Source: an optimization exercise on an open RTL-to-GDS flow (aim: small area). Production flows keep margins and buffers that such runs may drop.
In this exercise RTL edits were held to simulation tests only and were not proved equivalent to the original.

## v13
==> flow/design.v <==
`timescale 1ns/1ps
`default_nettype none
module rc_add #(parameter int W = 10) (
  input  logic [W-1:0] a,
  input  logic [W-1:0] b,
  input  logic         ci,
  output logic [W-1:0] s,
  output logic         co
);
  logic [W:0] c;
  assign c[0] = ci;
  for (genvar i = 0; i < W; i++) begin : g_b
    assign s[i]   = a[i] ^ b[i] ^ c[i];
    assign c[i+1] = (a[i] & b[i]) | (c[i] & (a[i] ^ b[i]));
  end
  assign co = c[W];
endmodule
module rc_carry #(parameter int W = 10) (
  input  logic [W-1:0] a,
  input  logic [W-1:0] b,
  input  logic         ci,
  output logic         co
);
  logic [W:0] c;
  assign c[0] = ci;
  for (genvar i = 0; i < W; i++) begin : g_b
    assign c[i+1] = (a[i] & b[i]) | (c[i] & (a[i] | b[i]));
  end
  assign co = c[W];
endmodule
module rc_absdiff6 #(parameter int W = 10) (
  input  logic [W-1:0] a,
  input  logic [W-1:0] b,
  output logic [W-1:0] d
);
  logic [W-1:0] e;
  logic         c;
  logic [W:0]   p;
  rc_add #(W) u_sub (.a(a), .b(~b), .ci(1'b1), .s(e), .co(c));
  assign p[0] = 1'b0;
  for (genvar i = 0; i < W; i++) begin : g_n
    assign d[i]   = e[i] ^ (~c & p[i]);
    assign p[i+1] = p[i] | e[i];
  end
endmodule
module target_eval (
  input  logic [9:0] px,
  input  logic [9:0] py,
  input  logic [9:0] tx,
  input  logic [9:0] ty,
  input  logic [7:0] tt,
  input  logic [7:0] ct,
  input  logic       active,
  output logic       hit,
  output logic       tcol
);
  logic [9:0] ex, dxo, dy;
  logic       gx, sx;
  logic       far;
  logic [9:0] s, t1, diag;
  logic [7:0] delta;
  logic       u0, u1, u2, u3;
  logic       core, rim, in_ring;
  rc_add #(10) u_ex (.a(px), .b(~tx), .ci(1'b1), .s(ex), .co(gx));
  assign sx  = ~gx;
  assign dxo = ex ^ {10{sx}};
  rc_absdiff6 #(10) u_dy (.a(py), .b(ty), .d(dy));
  assign far = dxo[9] | dy[9];
  rc_add #(10) u_s (.a({1'b0, dxo[8:0]}), .b({1'b0, dy[8:0]}), .ci(sx), .s(s), .co(u0));
  rc_add #(10) u_d1 (.a(s), .b(~{2'b00, s[9:2]}), .ci(1'b1), .s(t1), .co(u1));
  rc_add #(10) u_d2 (.a(t1), .b(~{5'b00000, s[9:5]}), .ci(1'b1), .s(diag), .co(u2));
  rc_add #(8)  u_dt (.a(tt), .b(~ct), .ci(1'b1), .s(delta), .co(u3));
  logic [9:0] kn, rx, ry, rd;
  logic       cx, cy, cd;
  assign kn = ~({2'b00, delta} + 10'd25);
  rc_add #(10) u_rx (.a({1'b0, dxo[8:0]}), .b(kn), .ci(sx), .s(rx), .co(cx));
  rc_add #(10) u_ry (.a({1'b0, dy[8:0]}), .b(kn), .ci(1'b0), .s(ry), .co(cy));
  rc_add #(10) u_rd (.a(diag), .b(kn), .ci(1'b0), .s(rd), .co(cd));
  assign in_ring = (cx | cy | cd) & ~(cx & |rx[9:2]) & ~(cy & |ry[9:2]) & ~(cd & |rd[9:2]);
  assign core = (sx ? dxo[8:0] < 9'd24 : dxo[8:0] < 9'd25) & dy[8:0] < 9'd25 & diag < 10'd25;
  assign rim  = (sx ? dxo[8:0] < 9'd29 : dxo[8:0] < 9'd30) & dy[8:0] < 9'd30 & diag < 10'd30;
  assign hit  = active & ~far & (in_ring | rim);
  assign tcol = in_ring | core;
endmodule
`default_nettype wire
`timescale 1ns/1ps
`default_nettype none
module game_video_top (
  input  logic       pxl_clk,
  input  logic       reset,
  input  logic       sck,
  input  logic       sdi,
  input  logic       fsync,
  output logic       hsync,
  output logic       vsync,
  output logic       sync_b,
  output logic [7:0] r,
  output logic [7:0] g,
  output logic [7:0] b
);
  logic [2:0]  pin_meta;
  logic [2:0]  pin_sync;
  logic        sck_prev;
  logic [4:0]  bit_cnt;
  logic        word_valid;
  logic [29:0] shift;
  logic        zeros;
  logic        shift_en;
  logic        word_done;
  logic        restart_done;
  assign shift_en     = pin_sync[2] & pin_sync[1] & ~sck_prev;
  assign word_done    = shift_en & (&bit_cnt);
  assign restart_done = (shift[29:28] == 2'b10) & zeros;
  always_ff @(posedge pxl_clk) begin
    pin_meta <= {fsync, sck, sdi};
    pin_sync <= pin_meta;
  end
  always_ff @(posedge pxl_clk) begin
    if (reset) begin
      sck_prev   <= 1'b0;
      bit_cnt    <= '0;
      word_valid <= 1'b0;
    end else begin
      sck_prev   <= pin_sync[1];
      word_valid <= word_done;
      if (!pin_sync[2]) begin
        bit_cnt <= '0;
      end else if (shift_en) begin
        bit_cnt <= bit_cnt + 1'b1;
      end
    end
  end
  always_ff @(posedge pxl_clk) begin
    if (shift_en && !(bit_cnt[4:1] == 4'b1111)) begin
      shift <= {shift[28:0], pin_sync[0]};
    end
    if (shift_en) begin
      zeros <= ~pin_sync[0] & (zeros | (bit_cnt == 5'd2));
    end
  end
  logic       e_word, e_status, e_timer, e_append, e_retire, e_clear;
  logic [7:0] health;
  logic [7:0] cur_time;
  logic [9:0] mouse_x;
  logic [9:0] mouse_y;
  logic [7:0] active;
  logic [9:0] tx [8];
  logic [9:0] ty [8];
  logic [7:0] tt [8];
  logic [2:0] start_ptr;
  logic [2:0] end_ptr;
  assign e_word   = word_done & ~reset;
  assign e_status = e_word & (shift[29:28] == 2'b00);
  assign e_timer  = e_word & (shift[29:28] == 2'b01);
  assign e_append = e_word & (shift[29:27] == 3'b111);
  assign e_retire = e_word & (shift[29:27] == 3'b110);
  assign e_clear  = word_valid & restart_done;
  always_ff @(posedge pxl_clk) begin
    if (reset) begin
      health   <= '0;
      cur_time <= '0;
      mouse_x  <= '0;
      mouse_y  <= '0;
    end else begin
      if (e_status) begin
        health <= shift[27:20];
      end
      if (e_timer) begin
        cur_time <= shift[27:20];
        mouse_x  <= shift[19:10];
        mouse_y  <= shift[9:0];
      end
    end
  end
  always_ff @(posedge pxl_clk) begin
    if (reset || e_clear) begin
      active    <= '0;
      start_ptr <= '0;
      end_ptr   <= '0;
    end else if (e_append) begin
      active[end_ptr] <= 1'b1;
      end_ptr         <= end_ptr + 1'b1;
    end else if (e_retire) begin
      active[start_ptr] <= 1'b0;
      start_ptr         <= start_ptr + 1'b1;
    end
  end
  always_ff @(posedge pxl_clk) begin
    if (e_append) begin
      tx[end_ptr] <= shift[26:17];
      ty[end_ptr] <= shift[16:7];
      tt[end_ptr] <= cur_time + 8'd60;
    end
  end
  logic [9:0] px;
  logic [9:0] py;
  always_ff @(posedge pxl_clk) begin
    if (reset) begin
      px <= 10'd873;
      py <= 10'd987;
    end else if (px == 10'd647) begin
      px <= 10'd872;
      py <= (py == 10'd487) ? 10'd987 : py + 1'b1;
    end else begin
      px <= px + 1'b1;
    end
  end
  logic [7:0] hit_n, tcol_n;
  for (genvar k = 0; k < 8; k++) begin : g_t
    target_eval u_ev (
      .px(px), .py(py), .tx(tx[k]), .ty(ty[k]), .tt(tt[k]), .ct(cur_time),
      .active(active[k]), .hit(hit_n[k]), .tcol(tcol_n[k])
    );
  end
  logic [10:0] cx, cy;
  logic        on_cursor_n, in_bar_n, bar_filled_n, in_active_n, hs_n, vs_n;
  logic        near6x, near1x, near6y, near1y;
  logic        u_c2, u_c3, u_b0, bar_lt;
  logic [9:0]  bar_end;
  rc_add #(11) u_cx (.a({1'b0, px}), .b(~{1'b0, mouse_x}), .ci(1'b0), .s(cx), .co(u_c2));
  rc_add #(11) u_cy (.a({1'b0, py}), .b(~{1'b0, mouse_y}), .ci(1'b0), .s(cy), .co(u_c3));
  assign near6x = (&cx[10:3] & (|cx[2:0])) | (~|cx[10:3] & (cx[2:0] <= 3'd5));
  assign near1x = (&cx[10:1]) | (cx == 11'd0);
  assign near6y = (&cy[10:3] & (|cy[2:0])) | (~|cy[10:3] & (cy[2:0] <= 3'd5));
  assign near1y = (&cy[10:1]) | (cy == 11'd0);
  assign on_cursor_n = (near6x & near1y) | (near1x & near6y);
  assign in_bar_n     = px >= 10'd50 && px < 10'd305 && py >= 10'd20 && py < 10'd30;
  rc_add #(10) u_be (.a({2'b00, health}), .b(10'd50), .ci(1'b0), .s(bar_end), .co(u_b0));
  rc_carry #(10) u_bl (.a(bar_end), .b(~px), .ci(1'b0), .co(bar_lt));
  assign bar_filled_n = bar_lt;
  assign in_active_n  = (px < 10'd640) && (py < 10'd480);
  assign hs_n         = ~(px >= 10'd881 && px < 10'd977);
  assign vs_n         = (px == 10'd872) ? ~(py >= 10'd990 && py < 10'd992)
                                        : ~(py >= 10'd989 && py < 10'd991);
  logic       pre_black_n, pre_white_n, pre_cur_n;
  assign pre_black_n = ~in_active_n | (~on_cursor_n & in_bar_n & ~bar_filled_n);
  assign pre_cur_n   = in_active_n & on_cursor_n;
  assign pre_white_n = in_active_n & ~on_cursor_n & in_bar_n & bar_filled_n;
  logic [7:0] hit, tcol;
  logic [2:0] start_ptr_d;
  logic       pre_black, pre_white, pre_cur;
  always_ff @(posedge pxl_clk) begin
    hit         <= hit_n;
    tcol        <= tcol_n;
    start_ptr_d <= start_ptr;
    pre_black   <= pre_black_n | reset;
    pre_white   <= pre_white_n & ~reset;
    pre_cur     <= pre_cur_n & ~reset;
  end
  logic [7:0] after_start, hit_hi, hit_sel, first;
  logic       any_hit, win_tcol;
  for (genvar k = 0; k < 8; k++) begin : g_pri
    assign after_start[k] = (3'(k) >= start_ptr_d);
  end
  assign hit_hi  = hit & after_start;
  assign hit_sel = (|hit_hi) ? hit_hi : hit;
  assign first[0] = hit_sel[0];
  for (genvar k = 1; k < 8; k++) begin : g_first
    assign first[k] = hit_sel[k] & ~(|hit_sel[k-1:0]);
  end
  assign any_hit  = |hit;
  assign win_tcol = |(first & tcol);
  logic c_black, c_tgt, c_white, c_cur;
  always_comb begin
    c_black = 1'b0; c_tgt = 1'b0; c_white = 1'b0; c_cur = 1'b0;
    if (pre_black)        c_black = 1'b1;
    else if (pre_cur)     c_cur = 1'b1;
    else if (pre_white)   c_white = 1'b1;
    else if (any_hit)     begin c_tgt = win_tcol; c_white = ~win_tcol; end
  end
  logic r7, rl, g7, g6, gl, b7, b6, bl;
  always_ff @(posedge pxl_clk) begin
    if (reset) begin
      hsync  <= 1'b1;
      vsync  <= 1'b1;
      sync_b <= 1'b1;
      {r7, rl, g7, g6, gl, b7, b6, bl} <= '0;
    end else begin
      hsync  <= hs_n;
      vsync  <= vs_n;
      sync_b <= hs_n & vs_n;
      r7 <= ~c_black;
      rl <= c_white | c_cur;
      g7 <= ~c_black & ~c_cur;
      g6 <= c_white | c_cur;
      gl <= c_white;
      b7 <= ~c_black & ~c_cur;
      b6 <= c_white | c_cur | c_tgt;
      bl <= c_white | c_tgt;
    end
  end
  assign r = {r7, {7{rl}}};
  assign g = {g7, g6, {6{gl}}};
  assign b = {b7, b6, {6{bl}}};
endmodule
`default_nettype wire
==> flow/config.mk <==
export PLATFORM = sky130hd
export DESIGN_NAME = game_video_top
export DESIGN_NICKNAME = game_video_top
export VERILOG_FILES = /design/flow/design.v
export SDC_FILE = /design/flow/constraint.sdc
export NUM_CORES = 4
export LEC_CHECK = 0
export CAP_MARGIN = 20
export CORE_MARGIN = 2
export CORE_UTILIZATION = 75
export CTS_BUF_LIST = sky130_fd_sc_hd__clkbuf_8
export CTS_CLUSTER_DIAMETER = 50
export CTS_CLUSTER_SIZE = 16
export SLEW_MARGIN = 20
==> flow/constraint.sdc <==
create_clock -name core_clock -period 12.5 [get_ports {pxl_clk}]
set_input_delay 2.5000 -clock core_clock [delete_from_list [all_inputs] [get_ports {pxl_clk}]]
set_output_delay 2.5000 -clock core_clock [all_outputs]
set_load 0.01 [all_outputs]
run.sh (not shown) runs the stock make flow with config.mk's settings and CLKGATE_MAP_FILE= SYNTH_SCRIPT=/design/flow/synth_recipe.tcl, a recipe that flattens the netlist after the stock synthesis.
Here is what was changed in the inputs of v37 compared with v13.
diff --git a/flow/design.v b/flow/design.v
--- a/flow/design.v
+++ b/flow/design.v
@@ -226,29 +226,30 @@
   assign on_cursor_n = (near6x & near1y) | (near1x & near6y);
   assign in_bar_n     = px >= 10'd50 && px < 10'd305 && py >= 10'd20 && py < 10'd30;
   rc_add #(10) u_be (.a({2'b00, health}), .b(10'd50), .ci(1'b0), .s(bar_end), .co(u_b0));
   rc_carry #(10) u_bl (.a(bar_end), .b(~px), .ci(1'b0), .co(bar_lt));
   assign bar_filled_n = bar_lt;
   assign in_active_n  = (px < 10'd640) && (py < 10'd480);
-  assign hs_n         = ~(px >= 10'd881 && px < 10'd977);
-  assign vs_n         = (px == 10'd872) ? ~(py >= 10'd990 && py < 10'd992)
-                                        : ~(py >= 10'd989 && py < 10'd991);
+  assign hs_n         = ~(px >= 10'd880 && px < 10'd976);
+  assign vs_n         = ~(py >= 10'd989 && py < 10'd991);
   logic       pre_black_n, pre_white_n, pre_cur_n;
   assign pre_black_n = ~in_active_n | (~on_cursor_n & in_bar_n & ~bar_filled_n);
   assign pre_cur_n   = in_active_n & on_cursor_n;
   assign pre_white_n = in_active_n & ~on_cursor_n & in_bar_n & bar_filled_n;
   logic [7:0] hit, tcol;
   logic [2:0] start_ptr_d;
-  logic       pre_black, pre_white, pre_cur;
+  logic       pre_black, pre_white, pre_cur, hs, vs;
   always_ff @(posedge pxl_clk) begin
     hit         <= hit_n;
     tcol        <= tcol_n;
     start_ptr_d <= start_ptr;
     pre_black   <= pre_black_n | reset;
     pre_white   <= pre_white_n & ~reset;
     pre_cur     <= pre_cur_n & ~reset;
+    hs          <= hs_n | reset;
+    vs          <= vs_n | reset;
   end
   logic [7:0] after_start, hit_hi, hit_sel, first;
   logic       any_hit, win_tcol;
   for (genvar k = 0; k < 8; k++) begin : g_pri
     assign after_start[k] = (3'(k) >= start_ptr_d);
   end
@@ -273,15 +274,15 @@
     if (reset) begin
       hsync  <= 1'b1;
       vsync  <= 1'b1;
       sync_b <= 1'b1;
       {r7, rl, g7, g6, gl, b7, b6, bl} <= '0;
     end else begin
-      hsync  <= hs_n;
-      vsync  <= vs_n;
-      sync_b <= hs_n & vs_n;
+      hsync  <= hs;
+      vsync  <= vs;
+      sync_b <= hs & vs;
       r7 <= ~c_black;
       rl <= c_white | c_cur;
       g7 <= ~c_black & ~c_cur;
       g6 <= c_white | c_cur;
       gl <= c_white;
       b7 <= ~c_black & ~c_cur;
--- outcome ---
Relative to v13, non-filler instance count after layout has gone down in v37.
v37 has final clock period utilization by the worst path above what v13 had.
Diff v13..v37 | die width | negligible
Register cell area after layout for v37 is higher than for v13.
When v37 is measured against v13, its number of antenna violations at the first check in global routing turns out 3 lower.
Timing, DRC, antenna: 0 failures across v13 and v37
Of v13 and v37, v13 shows the higher worst setup slack, with v37 below it.

==> separate check: timing with driven ports <==
In the flow no input, the clock included, has a driving cell. The finished layouts below were timed again as built, in two steps. Step 1, drivers: a clkbuf_16 drives pxl_clk and a buf_2 each remaining input, both assumed. Step 2 moves the port delays by t, midway between the first and last clock arrival at a register: inputs arrive t later, outputs are due t later. That takes back most of the time a late clock gives input paths. Three values: ideal ports, drivers, drivers and shift; two values: the first two.
| run | t (ns) | setup WS [ns] | slew at the worst register clock pin (ns) | worst slew at a driven data input, ns |
|---|---|---|---|---|
| v13 | 0.681 | 0.455 / 0.455 / 0.455 | 0.11 / 0.11 | 0.04 |
| v37 | 0.667 | 0.359 / 0.359 / 0.359 | 0.10 / 0.10 | 0.03 |
After both steps every run listed still meets setup and hold.
